Context: an optimization exercise on an open-source flow, tuned for small area and a short achievable clock period. The choices shown serve that exercise and are no tape-out recipe. In this exercise RTL edits were held to simulation tests only and were not proved equivalent to the original. Power and IR drop assume default switching activity.

$ cat design.v
module exec_core (
    input  logic             clk,
    input  logic             reset,
    input  logic             in_valid,
    input  logic [32-1:0] in_instr,
    input  logic [32-1:0] in_pc,
    output logic                   result_valid,
    output logic [5-1:0] result_rd,
    output logic                   result_write_en,
    output logic [32-1:0]       result_value,
    output logic                   result_branch,
    output logic                   result_taken,
    output logic [32-1:0]       result_target,
    output logic                   result_illegal
);
    logic        in_op, in_opi, in_lui, in_br;
    logic        in_legal, in_writes;
    assign in_op  = (in_instr[6:0] == 7'b0110011);
    assign in_opi = (in_instr[6:0] == 7'b0010011);
    assign in_lui = (in_instr[6:0] == 7'b0110111);
    assign in_br  = (in_instr[6:0] == 7'b1100011);
    logic [2:0] in_f3;
    logic       in_f7z, in_f7s;
    assign in_f3  = in_instr[14:12];
    assign in_f7z = (in_instr[31:25] == 7'b0000000);
    assign in_f7s = (in_instr[31:25] == 7'b0100000);
    logic in_alu_legal;
    assign in_alu_legal = (in_op && (in_f7z || (in_f7s && (in_f3 == 3'b000 || in_f3 == 3'b101))))
                       || (in_opi && ((in_f3 == 3'b001) ? in_f7z
                                   : ((in_f3 == 3'b101) ? (in_f7z || in_f7s) : 1'b1)));
    assign in_legal  = in_alu_legal || in_lui || (in_br && (in_f3[2:1] != 2'b01));
    assign in_writes = in_alu_legal || in_lui;
    logic        e_we;
    logic [4:0]  e_rd;
    logic [3:0]  d_s1lo, d_s2lo;
    logic [7:0]  d_s1hi, d_s2hi;
    logic        d_hit1, d_hit2, d_fwd1, d_fwd2;
    logic        d_valid, d_we;
    logic [31:7] d_ins;
    logic [31:0] d_pc;
    logic        d_op, d_lui, d_br, d_alu_legal, d_legal;
    always_ff @(posedge clk) begin
        if (reset) begin
            d_valid <= 1'b0;
            d_we    <= 1'b0;
        end else begin
            d_valid <= in_valid;
            d_we    <= in_valid && in_writes && (in_instr[11:7] != 5'd0);
        end
        d_ins       <= in_instr[31:7];
        for (int i = 0; i < 4; i++) begin
            d_s1lo[i] <= (in_instr[16:15] == i);
            d_s2lo[i] <= (in_instr[21:20] == i);
        end
        for (int i = 0; i < 8; i++) begin
            d_s1hi[i] <= (in_instr[19:17] == i);
            d_s2hi[i] <= (in_instr[24:22] == i);
        end
        d_hit1      <= e_we && (e_rd == in_instr[19:15]);
        d_hit2      <= e_we && (e_rd == in_instr[24:20]);
        d_fwd1      <= d_we && (d_ins[11:7] == in_instr[19:15]);
        d_fwd2      <= d_we && (d_ins[11:7] == in_instr[24:20]);
        d_pc        <= in_pc;
        d_op        <= in_op;
        d_lui       <= in_lui;
        d_br        <= in_br;
        d_alu_legal <= in_alu_legal;
        d_legal     <= in_legal;
    end
    logic [4:0] rd;
    logic [2:0] f3;
    logic       f7b5;
    assign rd   = d_ins[11:7];
    assign f3   = d_ins[14:12];
    assign f7b5 = d_ins[30];
    logic        use_imm, sub_next;
    logic [31:0] imm_op;
    assign use_imm  = !d_op && !d_br;
    assign imm_op   = d_lui ? {d_ins[31:12], 12'b0} : {{20{d_ins[31]}}, d_ins[31:20]};
    assign sub_next = d_br || (!d_lui && ((f3[2:1] == 2'b01) || (d_op && f7b5 && (f3 == 3'b000))));
    logic [31:0] timm;
    assign timm = d_lui ? {d_ins[31:12], 12'b0}
                : (d_br ? {{20{d_ins[31]}}, d_ins[7], d_ins[30:25], d_ins[11:8], 1'b0}
                        : {{20{d_ins[31]}}, d_ins[31:20]});
    logic [31:0] rf [1:31];
    logic [31:1] wen;
    logic [31:0] wdata;
    logic        r2_we;
    logic [4:0]  r2_rd;
    logic [31:0] r2_val;
    logic        clear;
    always_ff @(posedge clk) clear <= reset;
    assign wdata = clear ? 32'b0 : r2_val;
    for (genvar r = 1; r < 32; r++) begin : g_rf
        assign wen[r] = clear || (r2_we && (r2_rd == r));
        always_ff @(posedge clk) begin
            if (wen[r]) rf[r] <= wdata;
        end
    end
    logic [31:1] sel1, sel2;
    always_comb begin
        for (int r = 1; r < 32; r++) begin
            sel1[r] = d_s1lo[r % 4] && d_s1hi[r / 4];
            sel2[r] = d_s2lo[r % 4] && d_s2hi[r / 4];
        end
    end
    logic [32*31-1:0] rf_flat;
    for (genvar r = 1; r < 32; r++) begin : g_flat
        assign rf_flat[(r-1)*32 +: 32] = rf[r];
    end
    logic [31:0] tree1, tree2;
    rf_read rf_read1 (.sel(sel1), .rf(rf_flat), .q(tree1));
    rf_read rf_read2 (.sel(sel2), .rf(rf_flat), .q(tree2));
    logic [31:0] value;
    logic hit1, hit2, fwd1, fwd2;
    assign hit1 = d_hit1;
    assign hit2 = d_hit2;
    assign fwd1 = d_fwd1;
    assign fwd2 = d_fwd2 && !use_imm;
    logic [31:0] opa, opb;
    assign opa = fwd1 ? value : (hit1 ? r2_val : tree1);
    assign opb = fwd2 ? value : (use_imm ? imm_op : (hit2 ? r2_val : tree2));
    logic        e_valid;
    logic [31:0] e_a, e_bx, e_tgt;
    logic [4:0]  e_shamt;
    logic        e_sub, e_lui;
    logic        e_add, e_sll, e_slt, e_sltu, e_xor, e_sr, e_sra, e_or, e_and;
    logic        e_branch, e_illegal;
    logic [2:0]  e_f3;
    always_ff @(posedge clk) begin
        if (reset) begin
            e_valid <= 1'b0;
            e_we    <= 1'b0;
        end else begin
            e_valid <= d_valid;
            e_we    <= d_we;
        end
        e_rd      <= rd;
        e_a       <= opa;
        e_bx      <= opb ^ {32{sub_next}};
        e_shamt   <= opb[4:0];
        e_sub     <= sub_next;
        e_tgt     <= d_pc + timm;
        e_lui     <= d_lui;
        e_add     <= d_alu_legal && (f3 == 3'b000);
        e_sll     <= d_alu_legal && (f3 == 3'b001);
        e_slt     <= d_alu_legal && (f3 == 3'b010);
        e_sltu    <= d_alu_legal && (f3 == 3'b011);
        e_xor     <= d_alu_legal && (f3 == 3'b100);
        e_sr      <= d_alu_legal && (f3 == 3'b101);
        e_sra     <= f7b5;
        e_or      <= d_alu_legal && (f3 == 3'b110);
        e_and     <= d_alu_legal && (f3 == 3'b111);
        e_branch  <= d_br && d_legal;
        e_f3      <= f3;
        e_illegal <= !d_legal;
    end
    logic [31:0] a, b;
    assign a = e_a;
    assign b = e_bx;
    logic [31:0] sum;
    logic        cout, sum_lo;
    assign {cout, sum, sum_lo} = {1'b0, a, 1'b1} + {1'b0, b, e_sub};
    logic lt_u, lt_s, eq;
    assign lt_u = !cout;
    assign lt_s = (a[31] == b[31]) ? a[31] : lt_u;
    assign eq   = &(a ^ b);
    logic [31:0] sh_in, sh_out, sh_rev;
    logic        fill;
    assign fill = e_sra && a[31];
    always_comb begin
        for (int i = 0; i < 32; i++) sh_in[i] = e_sll ? a[31-i] : a[i];
        sh_out = sh_in;
        if (e_shamt[0]) sh_out = {{1{fill}},  sh_out[31:1]};
        if (e_shamt[1]) sh_out = {{2{fill}},  sh_out[31:2]};
        if (e_shamt[2]) sh_out = {{4{fill}},  sh_out[31:4]};
        if (e_shamt[3]) sh_out = {{8{fill}},  sh_out[31:8]};
        if (e_shamt[4]) sh_out = {{16{fill}}, sh_out[31:16]};
        for (int i = 0; i < 32; i++) sh_rev[i] = sh_out[31-i];
    end
    assign value = ({32{e_add}} & sum)
                 | ({32{e_sll}} & sh_rev)
                 | ({32{e_sr}}  & sh_out)
                 | {31'b0, (e_slt & lt_s) | (e_sltu & lt_u)}
                 | ({32{e_xor}} & (a ^ b))
                 | ({32{e_or}}  & (a | b))
                 | ({32{e_and}} & (a & b))
                 | ({32{e_lui}} & b);
    logic cond;
    always_comb begin
        case (e_f3[2:1])
            2'b00:   cond = eq;
            2'b10:   cond = lt_s;
            default: cond = lt_u;
        endcase
        cond = cond ^ e_f3[0];
    end
    logic        r2_valid, r2_branch, r2_taken, r2_illegal;
    logic [31:0] r2_tgt;
    always_ff @(posedge clk) begin
        if (reset) begin
            r2_valid <= 1'b0;
            r2_we    <= 1'b0;
        end else begin
            r2_valid <= e_valid;
            r2_we    <= e_we;
        end
        r2_rd      <= e_rd;
        r2_val     <= value;
        r2_branch  <= e_branch;
        r2_taken   <= e_branch && cond;
        r2_tgt     <= e_tgt;
        r2_illegal <= e_illegal;
    end
    assign result_valid    = r2_valid;
    assign result_rd       = r2_rd;
    assign result_write_en = r2_we;
    assign result_value    = r2_val;
    assign result_branch   = r2_branch;
    assign result_taken    = r2_taken;
    assign result_target   = r2_tgt;
    assign result_illegal  = r2_illegal;
endmodule
module rf_read (
    input  logic [31:1]      sel,
    input  logic [32*31-1:0] rf,
    output logic [31:0]      q
);
    always_comb begin
        q = 32'b0;
        for (int r = 1; r < 32; r++)
            q = q | ({32{sel[r]}} & rf[(r-1)*32 +: 32]);
    end
endmodule
$ cat config.mk
export PLATFORM = sky130hd
export DESIGN_NAME = exec_core
export DESIGN_NICKNAME = exec_core
export VERILOG_FILES = /design/flow/design.v
export SDC_FILE = /design/flow/constraint.sdc
export NUM_CORES = 4
export LEC_CHECK = 0
export ABC_AREA = 1
export CAP_MARGIN = 20
export CORE_MARGIN = 2
export CORE_UTILIZATION = 40
export CTS_CLUSTER_DIAMETER = 120
export CTS_CLUSTER_SIZE = 25
export SETUP_SLACK_MARGIN = 4.0
export SLEW_MARGIN = 20
$ cat constraint.sdc
create_clock -name core_clock -period 6.5 [get_ports {clk}]
set_input_delay 1.3000 -clock core_clock [delete_from_list [all_inputs] [get_ports {clk}]]
set_output_delay 1.3000 -clock core_clock [all_outputs]
set_load 0.01 [all_outputs]
$ cat run.sh
#!/bin/bash
# synth_recipe.tcl (not shown) runs the flow's synth.tcl, then flattens the netlist and writes it again
# the make line also repeats each setting of config.mk as NAME=value (left out here)
make -C /OpenROAD-flow-scripts/flow DESIGN_CONFIG=/design/flow/config.mk WORK_HOME=/design/flow/orfs CLKGATE_MAP_FILE= SYNTH_SCRIPT=/design/flow/synth_recipe.tcl finish
==> results of run 1 <==
cells by family after synthesis:
family          after synthesis  synth area share, %
buf+inv                    1147                 7.55
flops                      1283                 58.3
simple gates               2604                 18.6
compound gates             1253                 13.0
xor+xnor                     41                0.587
fa+ha+maj                    97                 2.01
sequential cells by signal, indices dropped and copies added, names as in the netlist, 3 cells and up:
| name | flops |
|---|---|
| d_pc | 32 |
| d_s1hi | 8 |
| r2_val | 32 |
| e_bx | 32 |
| rf | 992 |
| e_shamt | 5 |
| e_a | 32 |
| r2_tgt | 32 |
| e_rd | 5 |
| d_s1lo | 4 |
| d_s2lo | 4 |
| d_s2hi | 8 |
| e_f3 | 3 |
| d_ins | 25 |
| r2_rd | 5 |
| e_tgt | 32 |
layer usage:
metal / share of wire, % / wire (microns) / vias up / track usage, %
li1: - / - / 23300 / -
met1: 33 / 117000 / 28600 / 50.4
met2: 40 / 140000 / 6080 / 60.0
met3: 16 / 55400 / 1927 / 18.6
met4: 11 / 37700 / 32 / 33.7
met5: 0.17 / 593 / - / 0.924
placed cells by master (no fill, tap or decap), types with 38 or more instances in the layout:
cell type / n
nor4_1: 42
clkbuf_1: 39
buf_4: 308
nand4_1: 136
o21ai_0: 335
buf_12: 55
a221oi_1: 121
clkbuf_16: 63
o22ai_1: 254
nand3_1: 423
inv_1: 789
nand2_1: 1367
dfxtp_4: 89
ha_4: 40
dfxtp_2: 50
o21ai_4: 38
nor2_1: 251
a211oi_1: 39
ha_1: 41
nand2_2: 101
a21oi_1: 136
buf_6: 150
diode_2: 43
clkdlybuf4s50_1: 64
edfxtp_1: 992
nand3_2: 41
dfxtp_1: 152
stage by stage:
| step | setup slack [ns] | util, % | cell area [sq um] |
|---|---|---|---|
| 2_1_floorplan | 3.84 | - | 61200 |
| 3_5_place_dp | 2.57 | 43.2 | 65700 |
| 5_1_grt | 3.83 | 49.1 | 74500 |
| 3_3_place_gp | 2.59 | 43.2 | 65600 |
| 6_report | 3.83 | 49.1 | 74600 |
| 4_1_cts | 3.87 | 46.8 | 71000 |
what timing repair did:
item,4_1_cts,5_1_grt
pin swaps,49,139
gates cloned,6,6
endpoints found under the hold margin,0,0
setup endpoints to repair,1194,998
buffers inserted,132,144
resized for setup,1097,465
critical path, delay by kind of cell (launching register included):
kind                   cells  cell delay (ns)
AOI/OAI and AO/OA          3             0.35
and+or+nand+nor            3             0.85
buffers and inverters      4             0.92
DFF                        1             0.35
final timing paths:
| kind | depth (start not counted) | slack (ns) | end | from |
|---|---|---|---|---|
| max | 10 | 3.83 | e_a[22]$_DFF_P_ | d_s1lo[3]$_DFF_P_ |
| min | 0 | 0.33 | r2_tgt[31]$_DFF_P_ | e_tgt[31]$_DFF_P_ |
| min reg2reg | 0 | 0.33 | r2_tgt[31]$_DFF_P_ | e_tgt[31]$_DFF_P_ |
| max reg2reg | 10 | 3.83 | e_a[22]$_DFF_P_ | d_s1lo[3]$_DFF_P_ |
area by class of cell:
type                       count  area, sq um  area share [%]
antenna                       43          108           0.144
clock buffer                  99         1620            2.17
clock inverter                 5         70.1          0.0939
inverter                     875         3610            4.83
multi-input combinational   3996        24400            32.6
sequential                  1283        36000            48.3
tap                         2030         2540            3.40
timing repair buffer         617         6300            8.44
timing repair inverter         3         21.3          0.0285
power by group:
part	switching [mW]	total [mW]	internal, mW	leakage [nW]
Combinational	2.03	2.95	0.921	15.5
Clock	2.75	4.49	1.74	0.807
Sequential	0.307	9.52	9.21	12.7
==> flow_summary.toml, run 1 <==
[finish]
layout-drive-gt1-share_pct = 20.3
n_fill_cell = 14000
final_cell_count_no_fill = 8951
layout.nets = 6997
areaGrowthSynthToFinish_pct = 22.1

[place]
place_inst = 8513
port_buffers = 140
gp_congestion = 1.05
hpwl_mm = 215

[critical_path]
path_class = "reg -> reg"
worstPathMaxFanout = 14
slowest_delay_ns = 0.53
crit_path_end_kind = "flop"
cp_slowest_cell = "nor4_1"
worstPathRequired_ns = 7.10
start_kind = "flop"
crit_arrival_ns = 3.28
path_cells = "buf_12 -> buf_4 -> nand2_8 -> buf_6 -> buf_4 -> o22ai_1 -> nor4_1 -> nand4_1 -> o21ai_0 -> o21ai_0"

[yosys]
seq_area_frac_synth_pct = 58.3
async_reset_ff_share_pct = 0
synth_cell_types = 66
synth.top_cells.by_count = "1484 x nand2_1, 992 x edfxtp_1, 839 x inv_1"
synth_top_area_cell = "edfxtp_1"
ys_ff_latch = 1283
synth_edf_count = 992
yosysTopAreaCellShare_pct = 48.7
synthMostInstantiatedCell = "nand2_1"
syn_avg_cell_area_sq_um = 9.51
syn_inst = 6425
ys_warn_count = 3
synthTopCellsByArea = "edfxtp_1 49%, dfxtp_1 9.5%, nand2_1 9.1%"
syn_area_sq_um = 61100
synth_ff_type = "edfxtp_1"
syn_nets = 6589

[sta]
rsz0062_at_grt = "yes"
timing.fmax_ghz = 0.374
hold_viol_final = 0
hold_ws_ns = 0.330
fin_tns_setup_ns = 0
slew_violations = 0
maxSlewHeadroom_pct = 21.4
finalSetupViolCount = 0
period_needed_ns = 2.67
fin_crit_sh_pct = 41.1
finalClockSkew_ns = 0.0538
worst-slew-pin-transition_ns = 1.18

[drt]
wl_per_cell_microns = 39.2
first_pass_iters = 9
route.detailed.drc = 0
ant_nets = 0
drt_wl_total_mm = 350
post_drt_via_cell_ratio = 6.71
drtIter0Drc = 12200
via_count = 60000

[power_and_ir_drop]
peakVddDrop_v = 0.000229
power_density_nw_per_um2 = 227
leakage_nw = 29.0
power_mw = 17.0

[floorplanning]
dieWidth_microns = 395
pin_count = 141
die_area_sq_um = 156000
fp.dieH_microns = 395
initial_core_util_pct = 40.2
core_area_sq_um = 152000
rows = 143

[clocking]
cts_hold_buffers = 0
cts_htree_levels = 2
cts_root_buf = "clkbuf_16"
clock_sinks = 1283
cts_tree = "done"
clock_latency_ns = 0.78
cts_made_buffers = 57
clk_path_buf_depth = 3
clkTransAtPathRegs_ns = 0.11

[global_route]
grt_pass1_vias = 53200
grt_max_degree = 47
grt_usage_pct = 42.6
grt-ovfl-total = 0
grt_antenna_before_repair = 34
grt_pass1_wl_mm = 453

[status]
status = "finished clean"

[run]
maxCapViolations = 0

[worst_hold_path]
hold_path.class = "reg -> reg"
==> run 2: changes to the inputs <==
--- a/design.v
+++ b/design.v
@@ -37,5 +37,7 @@
     logic        d_hit1, d_hit2, d_fwd1, d_fwd2;
     logic        d_valid, d_we;
-    logic [31:7] d_ins;
+    logic [14:7] d_ins;
+    logic        d_f7b5;
+    logic [31:0] d_imm;
     logic [31:0] d_pc;
     logic        d_op, d_lui, d_br, d_alu_legal, d_legal;
@@ -48,5 +50,12 @@
             d_we    <= in_valid && in_writes && (in_instr[11:7] != 5'd0);
         end
-        d_ins       <= in_instr[31:7];
+        d_ins       <= in_instr[14:7];
+        d_f7b5      <= in_instr[30];
+        if (in_lui)
+            d_imm   <= {in_instr[31:12], 12'b0};
+        else if (in_br)
+            d_imm   <= {{20{in_instr[31]}}, in_instr[7], in_instr[30:25], in_instr[11:8], 1'b0};
+        else
+            d_imm   <= {{20{in_instr[31]}}, in_instr[31:20]};
         for (int i = 0; i < 4; i++) begin
             d_s1lo[i] <= (in_instr[16:15] == i);
@@ -73,14 +82,10 @@
     assign rd   = d_ins[11:7];
     assign f3   = d_ins[14:12];
-    assign f7b5 = d_ins[30];
+    assign f7b5 = d_f7b5;
     logic        use_imm, sub_next;
     logic [31:0] imm_op;
     assign use_imm  = !d_op && !d_br;
-    assign imm_op   = d_lui ? {d_ins[31:12], 12'b0} : {{20{d_ins[31]}}, d_ins[31:20]};
+    assign imm_op   = d_imm;
     assign sub_next = d_br || (!d_lui && ((f3[2:1] == 2'b01) || (d_op && f7b5 && (f3 == 3'b000))));
-    logic [31:0] timm;
-    assign timm = d_lui ? {d_ins[31:12], 12'b0}
-                : (d_br ? {{20{d_ins[31]}}, d_ins[7], d_ins[30:25], d_ins[11:8], 1'b0}
-                        : {{20{d_ins[31]}}, d_ins[31:20]});
     logic [31:0] rf [1:31];
     logic [31:1] wen;
@@ -141,5 +146,5 @@
         e_shamt   <= opb[4:0];
         e_sub     <= sub_next;
-        e_tgt     <= d_pc + timm;
+        e_tgt     <= d_pc + d_imm;
         e_lui     <= d_lui;
         e_add     <= d_alu_legal && (f3 == 3'b000);
--- a/config.mk
+++ b/config.mk
@@ -12,4 +12,4 @@
 export CTS_CLUSTER_DIAMETER = 120
 export CTS_CLUSTER_SIZE = 25
-export SETUP_SLACK_MARGIN = 4.0
+export SETUP_SLACK_MARGIN = 4.1
 export SLEW_MARGIN = 20
==> run 2 against run 1 <==
Compared with the run above:
- wire length grew 1.0%
- still clean on timing, DRC and antenna
- die area is 0.19% higher
- cell count up 0.48%
- sequential cell count is 16 higher
- largest cell class unchanged
- critical path depth decreased by 3
- count of clock-buffer cells in the layout rose by 2
- area after synthesis up 0.20%
- worst hold slack lost 0.00098 ns
- global-route usage rose by 0.28 points
- cell area is 2.3% higher
- sequential power is 1% higher
- highest routed layer unchanged
==> flow_summary.toml, run 2 <==
[clocking]
cts_hold_buffers = 0
clkTransAtPathRegs_ns = 0.11
cts_htree_levels = 2
cts_tree = "done"
cts_root_buf = "clkbuf_16"
clock_latency_ns = 0.79
clock_sinks = 1299
cts_made_buffers = 59
clk_path_buf_depth = 3

[yosys]
seq_area_frac_synth_pct = 58.7
synthTopCellsByArea = "edfxtp_1 49%, dfxtp_1 10%, nand2_1 9.0%"
synthMostInstantiatedCell = "nand2_1"
syn_avg_cell_area_sq_um = 9.56
synth_top_area_cell = "edfxtp_1"
ys_warn_count = 3
synth_cell_types = 67
synth_ff_type = "edfxtp_1"
syn_nets = 6574
yosysTopAreaCellShare_pct = 48.6
synth.top_cells.by_count = "1473 x nand2_1, 992 x edfxtp_1, 835 x inv_1"
syn_area_sq_um = 61200
async_reset_ff_share_pct = 0
syn_inst = 6410
ys_ff_latch = 1299
synth_edf_count = 992

[critical_path]
r2r_slack_ns = 3.86
worst_r2r_path_depth = 7
reg2reg_from = "d_s1lo[3]$_DFF_P_"
worstPathRequired_ns = 7.11
worstPathMaxFanout = 8
reg2reg_to = "e_a[22]$_DFF_P_"
path_class = "reg -> reg"
crit_path_end_kind = "flop"
crit_arrival_ns = 3.25
start_kind = "flop"

[finish]
largest_register_ffs = 992
final_cell_count_no_fill = 8994
layout_commonest_cell = "nand2_1"
layout-drive-gt1-share_pct = 21.9
fin_util_pct = 50.2
post-route-cell-area_sq_um = 76400
top_register = "rf"
layout.nets = 7045
areaGrowthSynthToFinish_pct = 24.7
mostFrequentLayoutCells = "1333 x nand2_1, 992 x edfxtp_1, 782 x inv_1"

[place]
port_buffers = 140
hpwl_mm = 213
gp_congestion = 1.06
place_inst = 8480
placed_cell_area_sq_um = 65700
pre_cts_slack_ns = 2.63

[worst_hold_path]
hold-path-cell-count = 0
hold_end = "r2_tgt[5]$_DFF_P_"
hold_path.class = "reg -> reg"
hp-start = "e_tgt[5]$_DFF_P_"

[drt]
first_pass_iters = 8
post_drt_via_cell_ratio = 6.73
drtIter0Drc = 12400
drt_wl_total_mm = 354
wl_per_cell_microns = 39.4
route.detailed.drc = 0
ant_nets = 0
via_count = 60500

[sta]
finalClockSkew_ns = 0.0662
finalSetupViolCount = 0
hold_viol_final = 0
slew_violations = 0
setup_ws_ns = 3.86
fin_crit_sh_pct = 40.7
maxSlewHeadroom_pct = 32.9
hold_ws_ns = 0.329
worst-slew-pin-transition_ns = 1.01
rsz0062_at_grt = "yes"
fin_tns_setup_ns = 0
period_needed_ns = 2.64
timing.fmax_ghz = 0.378

[power_and_ir_drop]
power_mw = 17.2
p_comb_share_pct = 17.1
seq_power_share_pct = 56.0
p_int_mw = 12.0
leakage_nw = 30.0
switching_share_pct = 30.0
peakVddDrop_v = 0.000244
power_density_nw_per_um2 = 225
p_switching_mw = 5.17
clkPwrFrac_pct = 26.9

[floorplanning]
rows = 143
core_area_sq_um = 152000
fp.dieH_microns = 395
die_area_sq_um = 156000
pin_count = 141
initial_core_util_pct = 40.3
dieWidth_microns = 395

[global_route]
grt_pass1_vias = 52900
grt_usage_pct = 42.9
grt_antenna_before_repair = 34
grt-ovfl-total = 0
grt_pass1_wl_mm = 457
grt_max_degree = 46

[run]
maxCapViolations = 0

[status]
status = "finished clean"
==> run 2: cell families (layout without fill, tap and decap cells) <==
family | count (synthesis) | in the layout | synth area share (%)
fa+ha+maj | 97 | 97 | 2.01
other cells | 0 | 37 | 0
xor+xnor | 43 | 43 | 0.615
simple gates | 2578 | 2579 | 18.3
buf+inv | 1140 | 1656 | 7.42
flops | 1299 | 1299 | 58.7
compound gates | 1253 | 1253 | 13.0
==> run 2: critical path: stages (launching register included) <==
cell	delay (ns)
dfxtp_4	0.45
nand2_4	0.18
buf_6	0.33
o22ai_1	0.16
a2111oi_2	0.36
nand4_1	0.64
o21ai_1	0.27
o21ai_1	0.08
==> run 2: how the worst max path moves through the flow <==
stage / slack, ns / from / end / cells after the start
after floorplan: 3.84 / r2_we$_SDFF_PP0_ / rf[16][0]$_DFFE_PP_ / 3
after global placement: 2.77 / d_s2lo[2]$_DFF_P_ / e_bx[26]$_DFF_P_ / 12
after detailed placement: 2.63 / d_s2lo[1]$_DFF_P_ / e_bx[10]$_DFF_P_ / 13
after CTS: 3.88 / r2_val[0]$_DFF_P_ / result_value[0] / 1
after global routing: 3.88 / r2_val[1]$_DFF_P_ / result_value[1] / 1
final: 3.86 / d_s1lo[3]$_DFF_P_ / e_a[22]$_DFF_P_ / 7
==> run 2: power by group through the flow <==
stage / sequential, mW / combinational (mW) / clock (mW)
floorplan: 9.67 / 1.16 / 0
CTS: 9.62 / 2.41 / 4.60
detailed placement: 9.84 / 2.16 / 0
global route: 9.65 / 3.02 / 4.85
finish: 9.63 / 2.95 / 4.63
global placement: 9.84 / 2.16 / 0
==> run 2: timing repair <==
item / CTS / global route
buffers inserted: 149 / 212
gates cloned: 2 / 7
pin swaps: 59 / 206
resized for setup: 1109 / 699
endpoints found under the setup margin: 1191 / 342
==> run 2: area by class of cell <==
cell class	instances	area (sq um)
Multi-Input combinational cell	3972	24500
Inverter	874	3750
Clock inverter	6	111
Tap cell	2030	2540
Clock buffer	101	1670
Sequential cell	1299	36400
Fill cell	14000	75700
Antenna cell	37	92.6
Timing Repair inverter	1	8.76
Timing Repair Buffer	674	7300
==> run 2: metal layers <==
layer | GRT usage [%] | routed length (microns)
met2 | 59.8 | 139000
met3 | 19.2 | 57600
met5 | 0.0308 | 386
met4 | 32.7 | 39400
met1 | 51.5 | 118000

-- what the ideal ports hide --
The flow's constraints put no driver on any port. The routed layouts listed below were extracted and timed again, unchanged, in two steps.
Step 1 sets driving cells, clkbuf_16 on the clock port and buf_2 on the other inputs (assumed; they add their load-dependent delay and slew).
Step 2, shift: input delay + t, output delay - t, t = (earliest + latest rising clock arrival at the registers) / 2. This alone moves slack from input paths to output paths.
a / b / c = ideal / step 1 / step 2; a / b = the first two.
| run | t (ns) | setup WS [ns] | worst setup path at the end | latest minus earliest clock arrival (ns) | slew at the worst register clock pin (ns) |
|---|---|---|---|---|---|
| run 1 | 0.833 | 3.826 / 3.806 / 3.220 | input to register | 0.057 / 0.057 | 0.12 / 0.12 |
| run 2 | 0.835 | 3.855 / 3.810 / 3.366 | input to register | 0.067 / 0.067 | 0.12 / 0.12 |
After both steps setup and hold are still met in every run listed. The setup slack of run 1, which loses most, moves by -0.020 ns with the drivers and by -0.606 ns with both steps.
